Background: an optimization exercise with open tools, aiming at small area, a short achievable clock period and few clock cycles per item. Do not read the settings as production practice.
Only the layout flow was run in this run; the RTL was not checked for function there.
Power and IR drop assume default switching activity.

[flow/run.sh]
#!/bin/bash
# synth_recipe.tcl (not shown) runs the flow's synth.tcl, then flattens the netlist and writes it again
# the make line also repeats each setting of config.mk as NAME=value (left out here)
make -C /OpenROAD-flow-scripts/flow DESIGN_CONFIG=/design/flow/config.mk WORK_HOME=/design/flow/orfs CLKGATE_MAP_FILE= SYNTH_SCRIPT=/design/flow/synth_recipe.tcl finish
[flow/config.mk]
export PLATFORM = sky130hd
export DESIGN_NAME = morton_palette_unswizzle
export DESIGN_NICKNAME = morton_palette_unswizzle
export VERILOG_FILES = /design/flow/design.v
export SDC_FILE = /design/flow/constraint.sdc
export NUM_CORES = 4
export LEC_CHECK = 0
export CAP_MARGIN = 20
export CORE_MARGIN = 2
export CORE_UTILIZATION = 50
export SETUP_SLACK_MARGIN = 2.4
export SLEW_MARGIN = 20
export SYNTH_MEMORY_MAX_BITS = 16384
[flow/constraint.sdc]
create_clock -name core_clock -period 5.5 [get_ports {clk}]
set_input_delay 1.1000 -clock core_clock [delete_from_list [all_inputs] [get_ports {clk}]]
set_output_delay 1.1000 -clock core_clock [all_outputs]
set_load 0.01 [all_outputs]
[flow/design.v]
package mpu_pkg;
  localparam int MAX_SIDE_LOG2_DEF   = 10;
  localparam int PALETTE_ENTRIES_DEF = 256;
  localparam int MIN_SIDE_LOG2       = 3;
  localparam int SIDE_W   = 4;
  localparam int SLOT_W   = 8;
  localparam int RGBA_W   = 32;
  localparam int ADDR_W   = 20;
  localparam int CFG_IDX_W = 1;
  localparam logic [CFG_IDX_W-1:0] CFG_WIDTH_LOG2  = 1'b0;
  localparam logic [CFG_IDX_W-1:0] CFG_HEIGHT_LOG2 = 1'b1;
  localparam logic CMD_LOAD  = 1'b0;
  localparam logic CMD_PIXEL = 1'b1;
  typedef struct packed {
    logic              cmd;
    logic [SLOT_W-1:0] entry_slot;
    logic [RGBA_W-1:0] entry_rgba;
    logic [SLOT_W-1:0] pixel_index;
  } in_item_t;
  typedef struct packed {
    logic [ADDR_W-1:0] dest_address;
    logic [RGBA_W-1:0] colour;
    logic              last_pixel;
  } out_item_t;
  typedef struct packed {
    logic [SIDE_W-1:0] wl;
    logic [SIDE_W-1:0] hl;
  } geom_t;
endpackage
module mpu_ram #(
  parameter int WIDTH    = 32,
  parameter int RING_LEN = 16,
  parameter int WBUF     = 10
) (
  input  logic             clk,
  input  logic             acc,        
  input  logic             acc_load,   
  input  logic [7:0]       acc_key,    
  input  logic [WIDTH-1:0] acc_wdata,
  output logic [WIDTH-1:0] rdata,      
  output logic             wbuf_ok
);
  localparam int LW     = $clog2(RING_LEN);
  localparam int GROUPS = 256 / RING_LEN;
  localparam int GW     = 8 - LW;
  localparam int CW     = $clog2(WBUF + 1);
  logic [LW-1:0] rot;
  always_ff @(posedge clk) begin
    rot <= rot + LW'(1);
  end
  logic              s1_load;
  logic [7:0]        s1_key;
  logic [WIDTH-1:0]  s1_wdata;
  logic [RING_LEN-1:0] s1_phot;   
  logic [GROUPS-1:0]   s1_ghot;   
  logic [LW-1:0]     rd_pos;
  assign rd_pos = acc_key[LW-1:0] + rot + LW'(1);
  always_ff @(posedge clk) begin
    s1_load  <= acc && acc_load;
    s1_key   <= acc_key;
    s1_wdata <= acc_wdata;
    for (int p = 0; p < RING_LEN; p++) begin
      s1_phot[p] <= (rd_pos == LW'(p));
    end
    for (int g = 0; g < GROUPS; g++) begin
      s1_ghot[g] <= (acc_key[7:LW] == GW'(g));
    end
  end
  logic [WBUF-1:0]  wb_valid;
  logic [WBUF-1:0][7:0]       wb_slot;
  logic [WBUF-1:0][WIDTH-1:0] wb_data;
  logic [WBUF-1:0]  at_station;   
  logic [WBUF-1:0]  app_sel;      
  logic [WBUF-1:0]  key_hit;
  logic [WBUF-1:0]  alloc;
  logic [WBUF-1:0]  wb_valid_next;
  logic             any_app;
  logic             any_hit;
  logic [WIDTH-1:0] st_data;
  logic [GW-1:0]    st_group;
  always_comb begin
    for (int e = 0; e < WBUF; e++) begin
      at_station[e] = wb_valid[e] && (wb_slot[e][LW-1:0] == ~rot);
    end
    any_hit = |key_hit;
  end
  always_comb begin
    app_sel = '0;
    any_app = 1'b0;
    for (int e = 0; e < WBUF; e++) begin
      if (at_station[e] && !any_app) begin
        app_sel[e] = 1'b1;
        any_app    = 1'b1;
      end
    end
  end
  always_comb begin
    st_data  = '0;
    st_group = '0;
    for (int e = 0; e < WBUF; e++) begin
      if (app_sel[e]) begin
        st_data  = st_data | wb_data[e];
        st_group = st_group | wb_slot[e][7:LW];
      end
    end
  end
  logic found;
  always_comb begin
    alloc = '0;
    found = 1'b0;
    for (int e = 0; e < WBUF; e++) begin
      if (!wb_valid[e] && !found) begin
        alloc[e] = s1_load && !any_hit;
        found    = 1'b1;
      end
    end
    for (int e = 0; e < WBUF; e++) begin
      wb_valid_next[e] = (wb_valid[e] && !(app_sel[e] && !(s1_load && key_hit[e]))) || alloc[e];
    end
  end
  always_ff @(posedge clk) begin
    for (int e = 0; e < WBUF; e++) begin
      key_hit[e] <= wb_valid_next[e] && ((alloc[e] ? s1_key : wb_slot[e]) == acc_key);
    end
  end
  always_ff @(posedge clk) begin
    wb_valid <= wb_valid_next;
    for (int e = 0; e < WBUF; e++) begin
      if (alloc[e]) begin
        wb_slot[e] <= s1_key;
      end
      if (alloc[e] || (s1_load && key_hit[e])) begin
        wb_data[e] <= s1_wdata;
      end
    end
  end
  logic [CW-1:0] wb_count;
  logic [CW:0]   room_need;
  always_comb begin
    wb_count = '0;
    for (int e = 0; e < WBUF; e++) begin
      wb_count = wb_count + CW'(wb_valid[e]);
    end
  end
  assign room_need = {1'b0, wb_count} + (CW+1)'(s1_load) - (CW+1)'(any_app) + (CW+1)'(acc_load);
  assign wbuf_ok   = room_need <= (CW+1)'(WBUF - 1);
  logic [GROUPS-1:0][RING_LEN-1:0][WIDTH-1:0] ring;
  always_ff @(posedge clk) begin
    for (int g = 0; g < GROUPS; g++) begin
      for (int p = 1; p < RING_LEN; p++) begin
        ring[g][p] <= ring[g][p-1];
      end
      ring[g][0] <= (any_app && st_group == GW'(g)) ? st_data : ring[g][RING_LEN-1];
    end
  end
  logic [GROUPS-1:0][WIDTH-1:0] ring_word;
  logic [WIDTH-1:0]             ring_rd;
  logic [WIDTH-1:0]             wb_rd;
  always_comb begin
    for (int g = 0; g < GROUPS; g++) begin
      ring_word[g] = '0;
      for (int p = 0; p < RING_LEN; p++) begin
        ring_word[g] = ring_word[g] | (ring[g][p] & {WIDTH{s1_phot[p]}});
      end
    end
    ring_rd = '0;
    for (int g = 0; g < GROUPS; g++) begin
      ring_rd = ring_rd | (ring_word[g] & {WIDTH{s1_ghot[g]}});
    end
    wb_rd = '0;
    for (int e = 0; e < WBUF; e++) begin
      wb_rd = wb_rd | (wb_data[e] & {WIDTH{key_hit[e]}});
    end
    rdata = any_hit ? wb_rd : ring_rd;
  end
endmodule
import mpu_pkg::*;
module mpu_addr_gen
#(
  parameter int MAX_SIDE_LOG2 = MAX_SIDE_LOG2_DEF
) (
  input  logic              clk,
  input  logic              rst,
  input  mpu_pkg::geom_t    geom,
  input  logic              step,
  output logic [ADDR_W-1:0] dest_address,
  output logic              last_pixel
);
  localparam int CNT_W = 2 * MAX_SIDE_LOG2;
  logic [CNT_W-1:0]  counter;
  logic [CNT_W-1:0]  cnt_next;
  logic [CNT_W:0]    total_full;
  logic [CNT_W-1:0]  total_mask;
  logic [SIDE_W-1:0] bl;
  logic [ADDR_W-1:0] addr_next;
  logic              last_next;
  logic [SIDE_W-1:0] wl;
  logic [SIDE_W-1:0] hl;
  logic [SIDE_W:0]   wl_bl;
  logic [SIDE_W:0]   wl_hl;
  assign wl = geom.wl;
  assign hl = geom.hl;
  always_ff @(posedge clk) begin
    if (rst) begin
      bl    <= SIDE_W'(MIN_SIDE_LOG2);
      wl_bl <= (SIDE_W+1)'(2 * MIN_SIDE_LOG2);
      wl_hl <= (SIDE_W+1)'(2 * MIN_SIDE_LOG2);
    end else begin
      bl    <= (geom.wl > geom.hl) ? geom.hl : geom.wl;
      wl_bl <= {1'b0, geom.wl} + {1'b0, ((geom.wl > geom.hl) ? geom.hl : geom.wl)};
      wl_hl <= {1'b0, geom.wl} + {1'b0, geom.hl};
    end
  end
  assign total_full = ((CNT_W+1)'(1) << wl_hl) - (CNT_W+1)'(1);
  assign total_mask = total_full[CNT_W-1:0];
  always_comb begin
    if (step) begin
      cnt_next  = last_pixel ? '0 : (counter & total_mask) + CNT_W'(1);
      last_next = !last_pixel && ((counter & total_mask) == (total_mask ^ CNT_W'(1)));
    end else begin
      cnt_next  = counter;
      last_next = (counter & total_mask) == total_mask;
    end
  end
  logic [ADDR_W-1:0] even_bits;
  logic [ADDR_W-1:0] odd_bits;
  logic [ADDR_W-1:0] odd_up;
  logic [ADDR_W-1:0] cnt_down;
  always_comb begin
    even_bits = '0;
    odd_bits  = '0;
    for (int i = 0; i < MAX_SIDE_LOG2; i++) begin
      even_bits[i] = cnt_next[2*i];
      odd_bits[i]  = cnt_next[2*i+1];
    end
  end
  assign odd_up   = odd_bits << wl;
  assign cnt_down = ADDR_W'(cnt_next >> hl);
  always_comb begin
    for (int k = 0; k < ADDR_W; k++) begin
      if (k < int'(bl)) begin
        addr_next[k] = even_bits[k];
      end else if (k < int'(wl)) begin
        addr_next[k] = cnt_down[k];
      end else if (k < int'(wl_bl)) begin
        addr_next[k] = odd_up[k];
      end else if (k < int'(wl_hl)) begin
        addr_next[k] = cnt_next[k];
      end else begin
        addr_next[k] = 1'b0;
      end
    end
  end
  always_ff @(posedge clk) begin
    if (rst) begin
      counter      <= '0;
      dest_address <= '0;
      last_pixel   <= 1'b0;
    end else begin
      counter      <= cnt_next;
      dest_address <= addr_next;
      last_pixel   <= last_next;
    end
  end
endmodule
import mpu_pkg::*;
module morton_palette_unswizzle
#(
  parameter int MAX_SIDE_LOG2   = MAX_SIDE_LOG2_DEF,
  parameter int PALETTE_ENTRIES = PALETTE_ENTRIES_DEF
) (
  input  logic                 clk,
  input  logic                 rst,
  input  logic                 in_valid,
  output logic                 in_ready,
  input  mpu_pkg::in_item_t             in_data,
  output logic                 out_valid,
  input  logic                 out_ready,
  output mpu_pkg::out_item_t            out_data,
  input  logic                 cfg_we,
  input  logic [CFG_IDX_W-1:0] cfg_index,
  input  logic [SIDE_W-1:0]    cfg_data
);
  localparam int QDEPTH = 3;
  logic [SIDE_W-1:0] width_log2;
  logic [SIDE_W-1:0] height_log2;
  logic [SIDE_W-1:0] cfg_clamped;
  mpu_pkg::geom_t    geom;
  logic              in_fire;
  logic              pixel_fire;
  logic              load_fire;
  logic [SLOT_W-1:0] key;
  logic [RGBA_W-1:0] pal_rdata;
  logic              wbuf_ok;
  logic              s1_pixel;
  logic              push;
  logic              pop;
  logic [1:0]        q_cnt;
  logic [1:0]        q_cnt_next;
  logic [1:0]        q_wr;
  logic [QDEPTH-1:0][RGBA_W-1:0] q_data;
  always_comb begin
    cfg_clamped = cfg_data;
    if (cfg_data < SIDE_W'(MIN_SIDE_LOG2)) begin
      cfg_clamped = SIDE_W'(MIN_SIDE_LOG2);
    end else if (cfg_data > SIDE_W'(MAX_SIDE_LOG2)) begin
      cfg_clamped = SIDE_W'(MAX_SIDE_LOG2);
    end
  end
  always_ff @(posedge clk) begin
    if (rst) begin
      width_log2  <= SIDE_W'(MIN_SIDE_LOG2);
      height_log2 <= SIDE_W'(MIN_SIDE_LOG2);
    end else if (cfg_we) begin
      case (cfg_index)
        CFG_WIDTH_LOG2: begin
          width_log2 <= cfg_clamped;
        end
        CFG_HEIGHT_LOG2: begin
          height_log2 <= cfg_clamped;
        end
        default: begin
        end
      endcase
    end
  end
  assign geom.wl = width_log2;
  assign geom.hl = height_log2;
  assign in_fire    = in_valid && in_ready && !rst;
  assign pixel_fire = in_fire && (in_data.cmd == CMD_PIXEL);
  assign load_fire  = in_fire && (in_data.cmd == CMD_LOAD);
  assign key        = (in_data.cmd == CMD_PIXEL) ? in_data.pixel_index : in_data.entry_slot;
  mpu_ram #(
    .WIDTH   (RGBA_W),
    .RING_LEN(16),
    .WBUF    (10)
  ) u_palette (
    .clk      (clk),
    .acc      (in_fire),
    .acc_load (load_fire),
    .acc_key  (key),
    .acc_wdata(in_data.entry_rgba),
    .rdata    (pal_rdata),
    .wbuf_ok  (wbuf_ok)
  );
  always_ff @(posedge clk) begin
    s1_pixel <= pixel_fire;
  end
  assign push       = s1_pixel && !rst;
  assign pop        = out_valid && out_ready;
  assign q_wr       = q_cnt - {1'b0, pop};
  assign q_cnt_next = q_cnt + {1'b0, push} - {1'b0, pop};
  always_ff @(posedge clk) begin
    if (rst) begin
      q_cnt     <= '0;
      out_valid <= 1'b0;
      in_ready  <= 1'b0;
    end else begin
      q_cnt     <= q_cnt_next;
      out_valid <= q_cnt_next != 2'd0;
      in_ready  <= wbuf_ok && ({1'b0, q_cnt_next} + {2'b0, pixel_fire} <= 3'(QDEPTH - 1));
    end
  end
  always_ff @(posedge clk) begin
    for (int i = 0; i < QDEPTH; i++) begin
      if (push && q_wr == 2'(i)) begin
        q_data[i] <= pal_rdata;
      end else if (pop && i < QDEPTH - 1) begin
        q_data[i] <= q_data[i+1];
      end
    end
  end
  assign out_data.colour = q_data[0];
  mpu_addr_gen #(
    .MAX_SIDE_LOG2(MAX_SIDE_LOG2)
  ) u_addr_gen (
    .clk         (clk),
    .rst         (rst),
    .geom        (geom),
    .step        (pop),
    .dest_address(out_data.dest_address),
    .last_pixel  (out_data.last_pixel)
  );
endmodule
==> results.toml <==
[place]
dp_hpwl_um = 463000
io_buffers = 113
place_area_mm2 = 0.258
gp_congestion = 0.936

[outcome]
outcome = "timing/DRC/antenna clean"

[critical_path]
critical_path.cell_chain = "or3_4 -> nor2_4 -> nand2_2 -> ha_4 -> or3_4 -> buf_6 -> o211ai_1 -> o211ai_1 -> or3_4 -> nor4_2 -> o211ai_1 -> and2_4 -> mux4_2 -> mux4_2 -> a311oi_2"
r2r-start = "u_addr_gen.wl_hl[3]$_SDFF_PP0_"
r2r_cells = 15
required_ns = 6.53
rrSetupSlack_ns = 0.87
r2r-end = "u_addr_gen.dest_address[3]$_SDFF_PP0_"
critPathTopFamily = "simple AND/OR/NAND/NOR gates"
slowest_stage = "mux4_2"
cp-start-kind = "flop"
cp_slowest_stage_delay_ns = 0.51
worstSetupPathType = "flop to flop"
worst_setup_path_end_kind = "flop"
cp_max_fo = 6
arrival_ns = 5.66
cp_num_buf_inv = 1

[grt]
met2_usage_pct = 50.7
grt_pass1_wl_um = 1240000
antenna_found_initial = 66
met1_usage_pct = 47.9
grtUsageMet3_pct = 7.84
grt_pass1_vias = 168000
grtUsageTotal_pct = 34.2
gr-max-usage-layer = "met2"
grt_overflow = 0
grt_max_degree = 69

[sta]
rsz0062_at_grt = "yes"
maxSlewViolCount = 0
period_minus_slack_ns = 4.63
final.period_utilization_pct = 84.1
worst_slew_pin_slew_ns = 1.20
finalSetupTns_ns = 0
whs_ns = 0.308
clock.fmax_mhz = 216
skew_ns = 0.0868
maxSlewHeadroom_pct = 20.1
setup_violations = 0
hold_viol_final = 0

[floorplanning]
core-area_mm2 = 0.490
row_count = 257
boundaryPins = 114
die_h_um = 706
initial_core_util_pct = 50.2
die_x_um = 706
dieArea_mm2 = 0.498

[drt]
wire_per_inst_um = 34.0
vias = 173000
via_per_inst = 6.44
first_pass_iters = 14
drc = 0
dr.first_iter.drc_count = 23100
drt-total-wl_um = 915000
antenna_left = 0

[finish]
layout_commonest_cell = "dfxtp_1"
layout_common_cells = "8,380 x dfxtp_1, 2,471 x a22oi_1, 919 x a22o_1"
design_area_mm2 = 0.308
drive_gt1_share_pct = 21.8
fill_cells = 36200
area_growth_pct = 25.1
final_nets = 19800

[clock_network]
cts-buffers-inserted = 806
insertion_delay_ns = 1.15
clockBufferDepth = 4
cts_root_buf = "clkbuf_16"
cts_hold_buf = 0
cts.clk_slew.worst_paths_ns = 0.06
cts_sinks = 8853
cts_tree = "done"
h-tree-depth = 6

[synthesis]
async_reset_ff_share_pct = 0
synth_edf_count = 416
syn-cell-area_mm2 = 0.246
synth_ff_type = "dfxtp_1"
synth-seq-cells = 8853
ys_types = 90
yosysWarnings = 4
synthCells = 18500
yosysSeqAreaShare_pct = 73.7
synth_nets = 18700
synth_area_per_cell_um2 = 13.3

[min_path]
min_from = "u_palette.ring[3227]$_DFF_P_"
holdPathStages = 0
hold_path_class = "flop to flop"
min_to = "u_palette.ring[3259]$_DFF_P_"

[power]
peakVddDrop_uv = 395
p_leak_nw = 117
powerDensity_mw_per_mm2 = 415

[flow_run]
cap_violations = 0
routing by layer:
layer	wire, µm	share of wire (%)
met3	102000	11
met4	49900	5.5
met2	387000	42
met5	264	0.029
met1	376000	41
cells in the mapped netlist (16+ instances only):
cell	instances	share of area, %
dfxtp_1	8437	69
a22oi_1	2515	7.7
a221oi_1	994	3.5
clkbuf_1	966	1.5
a22o_1	919	3.3
o21ai_0	729	1.5
nand4_1	620	1.6
nand3_1	537	1.1
nand2_1	482	0.73
edfxtp_1	416	5.1
mux2_2	364	1.7
nor2_1	284	0.43
buf_1	260	0.40
a21oi_1	168	0.34
xnor2_1	97	0.34
nor3_1	71	0.14
inv_1	64	0.098
nor4_1	46	0.12
buf_4	36	0.11
buf_2	35	0.071
and4_1	34	0.12
ha_1	34	0.17
mux2i_1	29	0.12
xor2_1	29	0.10
o211ai_1	24	0.073
nand2b_1	23	0.058
a31oi_1	22	0.056
a21o_1	19	0.058
and2_1	18	0.046
and3_1	18	0.046
nor2b_1	16	0.041
or3_1	16	0.041
worst max-delay path by stage:
stage | startpoint | to | slack (ns) | cells after the start
after floorplan | u_addr_gen.wl_hl[3]$_SDFF_PP0_ | u_addr_gen.dest_address[3]$_SDFF_PP0_ | 1.09 | 16
final | u_addr_gen.wl_hl[3]$_SDFF_PP0_ | u_addr_gen.dest_address[3]$_SDFF_PP0_ | 0.87 | 15
after CTS | u_addr_gen.wl_hl[3]$_SDFF_PP0_ | u_addr_gen.dest_address[3]$_SDFF_PP0_ | 1.13 | 15
after global routing | u_addr_gen.wl_hl[3]$_SDFF_PP0_ | u_addr_gen.dest_address[3]$_SDFF_PP0_ | 0.77 | 15
after detailed placement | u_addr_gen.wl_hl[3]$_SDFF_PP0_ | u_addr_gen.dest_address[3]$_SDFF_PP0_ | 0.58 | 13
after global placement | u_addr_gen.wl_hl[3]$_SDFF_PP0_ | u_addr_gen.dest_address[14]$_SDFF_PP0_ | 0.71 | 15
cells by family (layout without fill, tap and decap cells):
family,after synthesis,after routing,share of synthesized area (%)
xor gates and xnor gates,126,126,0.448
other,0,46,0
buffers and inverters,1369,3217,2.17
muxes,404,404,1.86
DFF,8853,8853,73.7
adders and majority gates,45,45,0.262
and+or+nand+nor,2234,2243,4.70
AOI/OAI and AO/OA,5515,5516,16.9
area by class of cell:
| class | instances | area [µm²] | area share (%) |
|---|---|---|---|
| well taps | 6475 | 8100 | 2.63 |
| diodes | 46 | 115 | 0.0374 |
| flip-flops and latches | 8853 | 182000 | 58.9 |
| clock inverters | 256 | 3000 | 0.974 |
| repair buffers | 1679 | 24000 | 7.78 |
| inverters | 70 | 273 | 0.0886 |
| multi-input cells | 8334 | 66900 | 21.7 |
| clock buffers | 1212 | 24100 | 7.81 |
state kept, by name (all words and copies together) (netlist names), 5 cells and up:
register and cells:
u_palette.wb_slot 80, u_palette.wb_data 320, u_addr_gen.wl_hl 5, u_palette.s1_phot 16, u_palette.s1_ghot 16, u_addr_gen.counter 20, u_palette.wb_valid 10, u_palette.s1_wdata 32
u_addr_gen.dest_address 20, q_data 96, u_addr_gen.wl_bl 5, u_palette.s1_key 8, u_palette.ring 8192, u_palette.key_hit 10
per-stage QoR:
step	cells	setup WS (ns)	power, mW	util [%]
detailed placement	24400	0.578	70.8	52.6
CTS	26600	1.13	127	61.4
global placement	24400	0.710	70.7	52.6
finish	26900	0.873	128	62.8
floorplan	18500	1.09	68.5	-
global route	26900	0.770	131	62.8
worst register-to-register path: stages, from the launching register on:
cell	delay, ns
dfxtp_4	0.34
or3_4	0.43
nor2_4	0.12
nand2_2	0.08
ha_4	0.18
or3_4	0.35
buf_6	0.13
o211ai_1	0.19
o211ai_1	0.21
or3_4	0.44
nor4_2	0.34
o211ai_1	0.23
and2_4	0.22
mux4_2	0.51
mux4_2	0.48
a311oi_2	0.27
report_power, final:
part | internal (mW) | switching (mW) | total (mW)
clock | 32.1 | 24.8 | 56.9
combinational | 1.95 | 3.79 | 5.73
sequential | 64.8 | 0.408 | 65.2
total | 98.9 | 29.0 | 128
timing repair:
item                       4_1_cts  5_1_grt
setup buffers                  554      238
hold endpoints to repair         0        0
pin swaps                      489      468
setup endpoints to repair      951      844
gates cloned                   148       41
gates resized for setup       1784      869

[static timing again, ports no longer ideal]
How much do the figures lean on ideal ports? The routed layout below was timed once more, with nothing changed but the port constraints. Step 1: set_driving_cell puts a clkbuf_16 on clk and a buf_2 on each other input, an assumption about the parent block. Step 2 also shifts input and output timing later by t, the mid clock arrival at the registers, as if the neighbouring blocks saw the same clock. Slacks: ideal / step 1 / step 2; pairs: ideal / step 1.
shift t [ns]: 1.257
setup slack, ns: 0.873 / 0.873 / 0.873
worst setup path at the end: register to register
slew at the worst register clock pin (ns): 0.08 / 0.08
After both steps this run still meets setup and hold. The setup slack of this run moves by 0.000 ns with the drivers and by 0.000 ns with both steps.
